What follows belongs to an exercise in optimizing a design on an open flow for small area, a short achievable clock period and few clock cycles; a production flow would make more cautious choices.
The RTL was checked by simulation tests, not by an equivalence proof against the original design.
Power figures rest on the tool's default switching activity, not on a simulated workload.

--- design/flow/run.sh ---
#!/bin/bash
# synth_recipe.tcl (not shown) runs the flow's synth.tcl, then flattens the netlist and writes it again
# the make line also repeats each setting of config.mk as NAME=value (left out here)
make -C /OpenROAD-flow-scripts/flow DESIGN_CONFIG=/design/flow/config.mk WORK_HOME=/design/flow/orfs CLKGATE_MAP_FILE= SYNTH_SCRIPT=/design/flow/synth_recipe.tcl finish
--- design/flow/config.mk ---
export PLATFORM = sky130hd
export DESIGN_NAME = positional_sequential_list
export DESIGN_NICKNAME = positional_sequential_list
export VERILOG_FILES = /design/flow/design.v
export SDC_FILE = /design/flow/constraint.sdc
export NUM_CORES = 8
export LEC_CHECK = 0
export CAP_MARGIN = 20
export CORE_MARGIN = 2
export CORE_UTILIZATION = 45
export SETUP_SLACK_MARGIN = 5
export SLEW_MARGIN = 20
export SYNTH_HIERARCHICAL = 1
export SYNTH_MEMORY_MAX_BITS = 8192
--- design/flow/constraint.sdc ---
create_clock -name core_clock -period 10.0 [get_ports {clk_i}]
set_input_delay 2.0000 -clock core_clock [delete_from_list [all_inputs] [get_ports {clk_i}]]
set_output_delay 2.0000 -clock core_clock [all_outputs]
set_load 0.01 [all_outputs]
--- design/flow/design.v ---
module psl_slot (
  input  logic        clk_i,
  input  logic        rst_ni,
  input  logic        ins_i,      
  input  logic        del_i,      
  input  logic        adv_i,      
  input  logic        srch_i,     
  input  logic        get_i,      
  input  logic        free_i,     
  input  logic [5:0]  q_i,        
  input  logic [31:0] key_i,      
  input  logic [63:0] pay_i,      
  input  logic        rdget_i,    
  input  logic [7:0]  mhi_i,      
  output logic        used_o,
  output logic [7:0]  zhi_no,     
  output logic [7:0]  zlo_no,     
  output logic [95:0] rd_no       
);
  logic [31:0] key_q;
  logic [63:0] pay_q;
  logic [5:0]  pos_q;
  logic        used_q;
  logic        vec_q;
  logic hit, match, ge, gt, cand;
  assign hit   = used_q && (pos_q == q_i);
  assign match = used_q && (key_q == key_i);
  assign ge    = (pos_q >= q_i);
  assign gt    = (pos_q > q_i);
  always_ff @(posedge clk_i) begin
    if (ins_i && free_i) begin
      key_q <= key_i;
      pay_q <= pay_i;
    end
    if (ins_i) begin
      if (free_i) pos_q <= q_i;
      else if (ge) pos_q <= pos_q + 6'd1;
    end else if (del_i) begin
      if (gt) pos_q <= pos_q - 6'd1;
    end
    if (adv_i) vec_q <= (srch_i && match) || (get_i && hit);
  end
  always_ff @(posedge clk_i or negedge rst_ni) begin
    if (!rst_ni) begin
      used_q <= 1'b0;
    end else if (ins_i && free_i) begin
      used_q <= 1'b1;
    end else if (del_i && hit) begin
      used_q <= 1'b0;
    end
  end
  assign used_o = used_q;
  assign cand   = vec_q && mhi_i[pos_q[5:3]];
  always_comb begin
    for (int v = 0; v < 8; v++) begin
      zhi_no[v] = !(match && pos_q[5:3] == 3'(v));
      zlo_no[v] = !(cand && pos_q[2:0] == 3'(v));
    end
  end
  assign rd_no = ~({key_q, pay_q} & {96{vec_q && rdget_i}});
endmodule
module psl_quad (
  input  logic        clk_i,
  input  logic        rst_ni,
  input  logic        ins_i,
  input  logic        del_i,
  input  logic        adv_i,
  input  logic        srch_i,
  input  logic        get_i,
  input  logic [3:0]  free_i,
  input  logic [5:0]  q_i,
  input  logic [31:0] key_i,
  input  logic [63:0] pay_i,
  input  logic        rdget_i,
  input  logic [7:0]  mhi_i,
  output logic [3:0]  used_o,
  output logic [7:0]  zhi_o,
  output logic [7:0]  zlo_o,
  output logic [95:0] rd_o
);
  logic [7:0]  zhi_n [4];
  logic [7:0]  zlo_n [4];
  logic [95:0] rd_n  [4];
  for (genvar j = 0; j < 4; j++) begin : g_s
    psl_slot u (
      .clk_i, .rst_ni, .ins_i, .del_i, .adv_i, .srch_i, .get_i,
      .free_i (free_i[j]),
      .q_i, .key_i, .pay_i, .rdget_i, .mhi_i,
      .used_o (used_o[j]),
      .zhi_no (zhi_n[j]),
      .zlo_no (zlo_n[j]),
      .rd_no  (rd_n[j])
    );
  end
  assign zhi_o = ~(zhi_n[0] & zhi_n[1] & zhi_n[2] & zhi_n[3]);
  assign zlo_o = ~(zlo_n[0] & zlo_n[1] & zlo_n[2] & zlo_n[3]);
  assign rd_o  = ~(rd_n[0] & rd_n[1] & rd_n[2] & rd_n[3]);
endmodule
module psl_hex (
  input  logic        clk_i,
  input  logic        rst_ni,
  input  logic        ins_i,
  input  logic        del_i,
  input  logic        adv_i,
  input  logic        srch_i,
  input  logic        get_i,
  input  logic [15:0] free_i,
  input  logic [5:0]  q_i,
  input  logic [31:0] key_i,
  input  logic [63:0] pay_i,
  input  logic        rdget_i,
  input  logic [7:0]  mhi_i,
  output logic [15:0] used_o,
  output logic [7:0]  zhi_no,
  output logic [7:0]  zlo_no,
  output logic [95:0] rd_no
);
  logic [7:0]  zhi [4];
  logic [7:0]  zlo [4];
  logic [95:0] rd  [4];
  for (genvar k = 0; k < 4; k++) begin : g_q
    psl_quad u (
      .clk_i, .rst_ni, .ins_i, .del_i, .adv_i, .srch_i, .get_i,
      .free_i (free_i[4*k +: 4]),
      .q_i, .key_i, .pay_i, .rdget_i, .mhi_i,
      .used_o (used_o[4*k +: 4]),
      .zhi_o  (zhi[k]),
      .zlo_o  (zlo[k]),
      .rd_o   (rd[k])
    );
  end
  assign zhi_no = ~(zhi[0] | zhi[1] | zhi[2] | zhi[3]);
  assign zlo_no = ~(zlo[0] | zlo[1] | zlo[2] | zlo[3]);
  assign rd_no  = ~(rd[0] | rd[1] | rd[2] | rd[3]);
endmodule
module positional_sequential_list (
  input  logic        clk_i,
  input  logic        rst_ni,
  input  logic        req_valid_i,
  output logic        req_ready_o,
  input  logic [1:0]  req_kind_i,
  input  logic [6:0]  req_position_i,
  input  logic [31:0] req_key_i,
  input  logic [63:0] req_payload_i,
  output logic        rsp_valid_o,
  input  logic        rsp_ready_i,
  output logic [1:0]  rsp_status_o,
  output logic [6:0]  rsp_found_position_o,
  output logic [31:0] rsp_record_key_o,
  output logic [63:0] rsp_record_payload_o,
  output logic [6:0]  rsp_count_o
);
  localparam int N = 64;
  localparam logic [1:0] KindGet    = 2'd0;
  localparam logic [1:0] KindInsert = 2'd1;
  localparam logic [1:0] KindDelete = 2'd2;
  localparam logic [1:0] KindSearch = 2'd3;
  localparam logic [1:0] StOk      = 2'd0;
  localparam logic [1:0] StRange   = 2'd1;
  localparam logic [1:0] StFull    = 2'd2;
  localparam logic [1:0] StMissing = 2'd3;
  logic [6:0] cnt_q;
  logic        r_valid_q;
  logic [1:0]  r_kind_q;
  logic [6:0]  r_q_q;
  logic        r_pzero_q;
  logic [31:0] r_key_q;
  logic [63:0] r_pay_q;
  logic        p_valid_q;
  logic        p_get_q;
  logic        p_search_q;
  logic [1:0]  p_status_q;
  logic [6:0]  p_cnt_q;
  logic        p_any_q;
  logic [7:0]  p_mhi_q;     
  logic [2:0]  p_mhib_q;    
  logic [3:0]  p_mhi1_q;    
  logic        o_valid_q, s_valid_q;
  logic [1:0]  o_status_q, s_status_q;
  logic [6:0]  o_found_q, s_found_q;
  logic [31:0] o_key_q, s_key_q;
  logic [63:0] o_pay_q, s_pay_q;
  logic [6:0]  o_cnt_q, s_cnt_q;
  logic adv, exec, ready_q;
  assign adv  = !s_valid_q;
  assign exec = adv && r_valid_q;
  assign req_ready_o = ready_q;
  logic q_lt_cnt, q_le_cnt, full;
  logic is_get, is_ins, is_del, is_search;
  logic ins_ok, del_ok, get_ok;
  logic [1:0] e1_status;
  logic [6:0] e1_cnt;
  logic [N-1:0] used, free;
  assign q_lt_cnt = (r_q_q < cnt_q);
  assign q_le_cnt = (r_q_q <= cnt_q);
  assign full     = cnt_q[6];
  assign is_get    = r_kind_q == KindGet;
  assign is_ins    = r_kind_q == KindInsert;
  assign is_del    = r_kind_q == KindDelete;
  assign is_search = r_kind_q == KindSearch;
  assign get_ok = is_get && !r_pzero_q && q_lt_cnt;
  assign del_ok = is_del && !r_pzero_q && q_lt_cnt;
  assign ins_ok = is_ins && !r_pzero_q && q_le_cnt && !full;
  always_comb begin
    if (is_search) e1_status = StOk;
    else if (r_pzero_q) e1_status = StRange;
    else if (is_ins) e1_status = !q_le_cnt ? StRange : full ? StFull : StOk;
    else e1_status = q_lt_cnt ? StOk : StRange;
  end
  assign e1_cnt = ins_ok ? cnt_q + 7'd1 : del_ok ? cnt_q - 7'd1 : cnt_q;
  always_comb begin
    logic seen;
    seen = 1'b0;
    for (int s = 0; s < N; s++) begin
      free[s] = !used[s] && !seen;
      seen = seen || !used[s];
    end
  end
  logic [7:0]  zhi_n [4];
  logic [7:0]  zlo_n [4];
  logic [95:0] rd_n  [4];
  logic [7:0]  zhi, zlo;
  logic [95:0] rd;
  logic [7:0]  mhi;
  logic [2:0]  mhib;
  logic [3:0]  mlo1;
  for (genvar h = 0; h < 4; h++) begin : g_h
    psl_hex u (
      .clk_i,
      .rst_ni,
      .ins_i   (exec && ins_ok),
      .del_i   (exec && del_ok),
      .adv_i   (adv),
      .srch_i  (is_search),
      .get_i   (get_ok),
      .free_i  (free[16*h +: 16]),
      .q_i     (r_q_q[5:0]),
      .key_i   (r_key_q),
      .pay_i   (r_pay_q),
      .rdget_i (p_get_q),
      .mhi_i   (p_mhi_q),
      .used_o  (used[16*h +: 16]),
      .zhi_no  (zhi_n[h]),
      .zlo_no  (zlo_n[h]),
      .rd_no   (rd_n[h])
    );
  end
  assign zhi = ~(zhi_n[0] & zhi_n[1] & zhi_n[2] & zhi_n[3]);
  assign zlo = ~(zlo_n[0] & zlo_n[1] & zlo_n[2] & zlo_n[3]);
  assign rd  = ~(rd_n[0] & rd_n[1] & rd_n[2] & rd_n[3]);
  logic [1:0]  e2_status;
  logic [6:0]  e2_found;
  logic        any;
  always_comb begin
    mhi  = '0;
    mhib = '0;
    for (int v = 7; v >= 0; v--) if (zhi[v]) begin
      mhi  = 8'(1) << v;
      mhib = 3'(v);
    end
    mlo1 = '0;
    for (int v = 7; v >= 0; v--) if (zlo[v]) mlo1 = 4'(v + 1);
  end
  assign any = p_any_q;
  assign e2_status = p_search_q ? (any ? StOk : StMissing) : p_status_q;
  always_comb begin
    e2_found = 7'd0;
    if (p_search_q && any) begin
      if (mlo1[3]) e2_found = {p_mhi1_q, 3'd0};
      else e2_found = {1'b0, p_mhib_q, mlo1[2:0]};
    end
  end
  always_ff @(posedge clk_i or negedge rst_ni) begin
    if (!rst_ni) begin
      cnt_q     <= '0;
      r_valid_q <= 1'b0;
      p_valid_q <= 1'b0;
    end else begin
      r_valid_q <= r_valid_d;
      if (adv) p_valid_q <= r_valid_q;
      if (exec) cnt_q <= e1_cnt;
    end
  end
  always_ff @(posedge clk_i) begin
    if (ready_q) begin
      r_kind_q  <= req_kind_i;
      r_q_q     <= req_position_i - 7'd1;
      r_pzero_q <= (req_position_i == 7'd0);
      r_key_q   <= req_key_i;
      r_pay_q   <= req_payload_i;
    end
    if (adv) begin
      p_get_q    <= get_ok;
      p_search_q <= is_search;
      p_status_q <= e1_status;
      p_cnt_q    <= e1_cnt;
      p_any_q    <= |zhi;
      p_mhi_q    <= mhi;
      p_mhib_q   <= mhib;
      p_mhi1_q   <= {1'b0, mhib} + 4'd1;
    end
  end
  logic e2_out, o_free;
  assign e2_out = adv && p_valid_q;
  assign o_free = !o_valid_q || rsp_ready_i;
  logic s_valid_d, r_valid_d;
  always_comb begin
    s_valid_d = s_valid_q;
    if (o_free) s_valid_d = 1'b0;
    else if (e2_out) s_valid_d = 1'b1;
    r_valid_d = ready_q ? req_valid_i : r_valid_q;
  end
  always_ff @(posedge clk_i or negedge rst_ni) begin
    if (!rst_ni) begin
      o_valid_q <= 1'b0;
      s_valid_q <= 1'b0;
      ready_q   <= 1'b1;
    end else begin
      if (o_free) o_valid_q <= s_valid_q || e2_out;
      s_valid_q <= s_valid_d;
      ready_q   <= !r_valid_d || !s_valid_d;
    end
  end
  always_ff @(posedge clk_i) begin
    if (o_free) begin
      if (s_valid_q) begin
        o_status_q <= s_status_q;
        o_found_q  <= s_found_q;
        o_key_q    <= s_key_q;
        o_pay_q    <= s_pay_q;
        o_cnt_q    <= s_cnt_q;
      end else begin
        o_status_q <= e2_status;
        o_found_q  <= e2_found;
        o_key_q    <= rd[95:64];
        o_pay_q    <= rd[63:0];
        o_cnt_q    <= p_cnt_q;
      end
    end
    if (!o_free && e2_out) begin
      s_status_q <= e2_status;
      s_found_q  <= e2_found;
      s_key_q    <= rd[95:64];
      s_pay_q    <= rd[63:0];
      s_cnt_q    <= p_cnt_q;
    end
  end
  assign rsp_valid_o          = o_valid_q;
  assign rsp_status_o         = o_status_q;
  assign rsp_found_position_o = o_found_q;
  assign rsp_record_key_o     = o_key_q;
  assign rsp_record_payload_o = o_pay_q;
  assign rsp_count_o          = o_cnt_q;
endmodule
==> notes.md <==
per-layer routing:
metal	vias up	wire, um	track usage
li1	99901	-	-
met1	116647	487000	0.448
met2	13643	516000	0.464
met3	1995	129000	0.0604
met4	22	86500	0.188
met5	-	150	0
Yosys stat by module (local to each module, per instance):
module | copies in the design | area [um2] | flops+latches | cells
psl_slot | 64 | 4610 | 104 | 372
psl_quad | 16 | 701 | 0 | 112
positional_sequential_list | 1 | 15100 | 369 | 932
psl_hex | 4 | 1400 | 0 | 112
per-stage QoR:
stage | util | hold WS (ns) | total power [mW] | instance area (um2) | cells
2_1_floorplan | - | 0.422 | 42.6 | 327000 | 26980
3_3_place_gp | 0.473 | 0.435 | 50.0 | 343000 | 36284
3_5_place_dp | 0.473 | 0.438 | 50.1 | 343000 | 36287
4_1_cts | 0.507 | 0.452 | 76.8 | 367000 | 37704
5_1_grt | 0.509 | 0.459 | 78.8 | 369000 | 37973
6_report | 0.509 | 0.449 | 77.0 | 369000 | 37997
sequential cells by signal, indices dropped and copies added, names as in the netlist, 3 cells and up:
name	cells
p_mhi1_q	4
cnt_q	7
p_mhib_q	3
g_h.u.g_q.u.g_s.u.pay_q	4096
r_pay_q	64
o_key_q	32
o_found_q	7
s_found_q	7
g_h.u.g_q.u.g_s.u.key_q	2048
p_cnt_q	7
p_mhi_q	8
r_q_q	7
s_cnt_q	7
g_h.u.g_q.u.g_s.u.pos_q	384
o_cnt_q	7
o_pay_q	64
s_pay_q	64
g_h.u.g_q.u.g_s.u.vec_q	64
r_key_q	32
s_key_q	32
g_h.u.g_q.u.g_s.u.used_q	64
layout by cell type, fill, tap and decap left out, types with 182 or more instances in the layout:
master           count
nand2_1           7204
edfxtp_1          6949
nand4_1           2354
inv_1             1368
xnor2_1           1291
ha_1               844
clkbuf_16          748
nor2_1             678
buf_4              533
a21oi_1            523
xor2_1             452
nor4_2             432
nand3_1            400
o22ai_1            321
o21ai_0            263
nor2b_1            261
clkdlybuf4s50_1    221
diode_2            214
and3_1             196
nor4_1             195
nand4b_1           194
clkbuf_1           182
Yosys cell counts (130+ instances only):
master and n:
edfxtp_1 6949, inv_1 1433, nor2_1 681, clkbuf_1 780, buf_1 130, o22ai_1 321
nand4_1 2354, buf_2 196, nor4_2 448, and4_1 138, nor4_1 209, mux2i_1 132
xor2_1 452, nor2b_1 261, nand4b_1 194, a21oi_1 524, o21ai_0 263, and2_1 196
nand3_1 400, xnor2_1 1292, nand2_1 7208, nand2b_1 136, and3_1 196, ha_1 844
power by group through the flow:
stage | Sequential [mW] | Clock (mW) | Combinational [mW]
2_1_floorplan | 36.0 | 0 | 6.62
3_3_place_gp | 35.2 | 0 | 14.8
3_5_place_dp | 35.2 | 0 | 14.9
4_1_cts | 34.6 | 27.2 | 15.0
5_1_grt | 34.6 | 28.4 | 15.8
6_report | 34.6 | 27.0 | 15.4
path summary, 6_finish.rpt:
check | slack [ns] | end | from
setup / recovery | 4.92 | g_h[2].u.g_q[2].u.g_s[0].u.key_q[21] | r_q_q[0]
hold / removal | 0.45 | s_cnt_q[1] | p_cnt_q[1]
setup reg to reg | 4.92 | g_h[2].u.g_q[2].u.g_s[0].u.key_q[21] | r_q_q[0]
hold reg to reg | 0.45 | s_cnt_q[1] | p_cnt_q[1]
max in group asynchronous | 7.40 | g_h[3].u.g_q[0].u.g_s[1].u.used_q | rst_ni
min in group asynchronous | 0.67 | g_h[0].u.g_q[1].u.g_s[1].u.used_q | rst_ni
cell type report:
class                           count  area, um2  area share
Antenna cell                      214        536     0.00145
Clock buffer                      930      19300      0.0524
Clock inverter                    413       3980      0.0108
Inverter                         1433       5630      0.0152
Multi-Input combinational cell  17415     107000       0.291
Sequential cell                  7025     211000       0.570
Tap cell                         9607      12000      0.0326
Timing Repair Buffer              952       9650      0.0262
Timing Repair inverter              8       45.0    0.000122
timing repair:
| item | 4_1_cts | 5_1_grt |
|---|---|---|
| pin swaps | 13 | 19 |
| resized for setup | 67 | 91 |
| buffers inserted | 66 | 71 |
| gates cloned | 8 | 5 |
| setup endpoints to repair | 5484 | 1632 |
| endpoints found under the hold margin | 0 | 0 |
cells by family after synthesis:
logic type,count (synthesis),share of synthesized area
mux,367,0.0165
fa+ha+maj,844,0.0323
buf+inv,2541,0.0300
flops,7025,0.644
simple gates,12621,0.194
xor+xnor,1744,0.0467
compound gates,1838,0.0370
==> reports/results.ini <==
[power_and_ir_drop]
leakage_nw = 125
powerDensity_nw_per_um2 = 208
p_comb_frac = 0.200
p_int_mw = 53.4
clkPwrFrac = 0.351
ir_drop_mv = 0.204
p_sw_mw = 23.6
seqPwrFrac = 0.449
switching_share = 0.306

[worst_setup_path]
path_common_cell = buf_16
worstSetupPathType = flip-flop to flip-flop
required_ns = 10.56
r2r_cells = 12
path_cells = buf_16 -> inv_1 -> ha_1 -> nand3b_1 -> a21oi_2 -> o31ai_4 -> and2_4 -> buf_12 -> buf_4 -> nand2_1 -> clkinvlp_4 -> buf_16
slowest_stage = a21oi_2
start_kind = flip-flop
arrival_ns = 5.63
critPathMaxFanout = 85
cp.depth = 12
cpPeakStageDelay_ns = 0.50
path_delay_family = buffers and inverters
worstSetupEndpointType = flip-flop
path_buf_inv = 6

[die]
core_um2 = 725000
dieArea_um2 = 734000
dieHeight_um = 857
start_util = 0.451
ios = 223
rows = 313
die_w_um = 857

[detailed_routing]
vias = 232208
drtAntennaViolNets = 0
drc_errors = 0
wl_per_cell_um = 32.1
drt-total-wl_um = 1220000
vias_per_cell = 6.11
firstDrtPassIters = 10
drt-initial-drc-count = 34226

[synthesis]
syn_area_per_cell_um2 = 12.1
synth_async_sr_flop_share = 0.0108
synth_top_cell_area_share = 0.638
synthTopCellsByArea = edfxtp_1 (64%), nand2_1 (8.3%), nand4_1 (4.5%), xnor2_1 (3.5%), ha_1 (3.2%)
synth_top_cell_by_area = edfxtp_1
synth_edf_count = 6949
netlist_instances = 26980
ys.flop_type = edfxtp_1
syn_nets = 27933
yosys_warnings = 19
synth.distinct_cells = 68
synth-seq-cells = 7025
synthesis.area_um2 = 327000
ys_seq_area_frac = 0.644

[timing]
hold_violations = 0
clock_skew_ns = 0.0798
maxSlewViolCount = 0
period_minus_slack_ns = 5.08
rsz0062_at_grt = true
fin_ws_ns = 4.92
finalSetupViolCount = 0
slew_headroom = 0.0736
tns_ns = 0
finalCritPeriodShare = 0.508
timing.fmax_ghz = 0.197
tightest_slew_ns = 1.39

[job]
maxCapViolations = 0

[min_path]
whs_path_depth = 0
hold_path_class = flip-flop to flip-flop

[clocking]
cts_buffers = 734
clock_path_buffers = 4
cts.clk_slew.worst_paths_ns = 0.06
clk_latency_ns = 1.18
cts_hold_buf = 0
htreeDepth = 6
cts.sinks = 7025
cts_tree = done
root_buffer = clkbuf_16

[placed_design]
dp_hpwl_um = 804000
pre_cts_ws_ns = 3.96
io_buffers = 222
gp_congestion = 0.995

[global_route]
antenna_found_initial = 103
grt-ovfl-total = 0
grt_pass1_wl_um = 1670000
grt_usage = 0.319
grt_max_degree = 142
grt_pass1_vias = 214034

[finish]
nFillCells = 62805
nNetsFinal = 28522
post_route_cells_drive_above_1_share = 0.0971
syn2layout_area_growth_pct = 12.9

[run_status]
status = no timing/DRC/antenna violations

Testbench counts, summed over its fixed seeds: cycles 12,024.

## re-timing with driven ports
The results above use ideal ports. As a check the final layout listed here was re-extracted and re-timed, cells and wires unchanged.
Step 1: set_driving_cell puts a clkbuf_16 on clk_i and a buf_2 on each other input, an assumption about the parent block.
Step 2 also shifts input and output timing later by t, the mid clock arrival at the registers, as if the neighbouring blocks saw the same clock.
Slacks: ideal / step 1 / step 2; pairs: ideal / step 1.
t (ns): 1.300
setup slack, ns: 4.925 / 4.925 / 4.925
worst setup path after step 2: register to register
slew at the worst register clock pin (ns): 0.07 / 0.07
cell pins on the clock port's net: 1
After both steps setup and hold are still met in this run. The setup slack of this run moves by 0.000 ns with the drivers and by 0.000 ns with both steps.
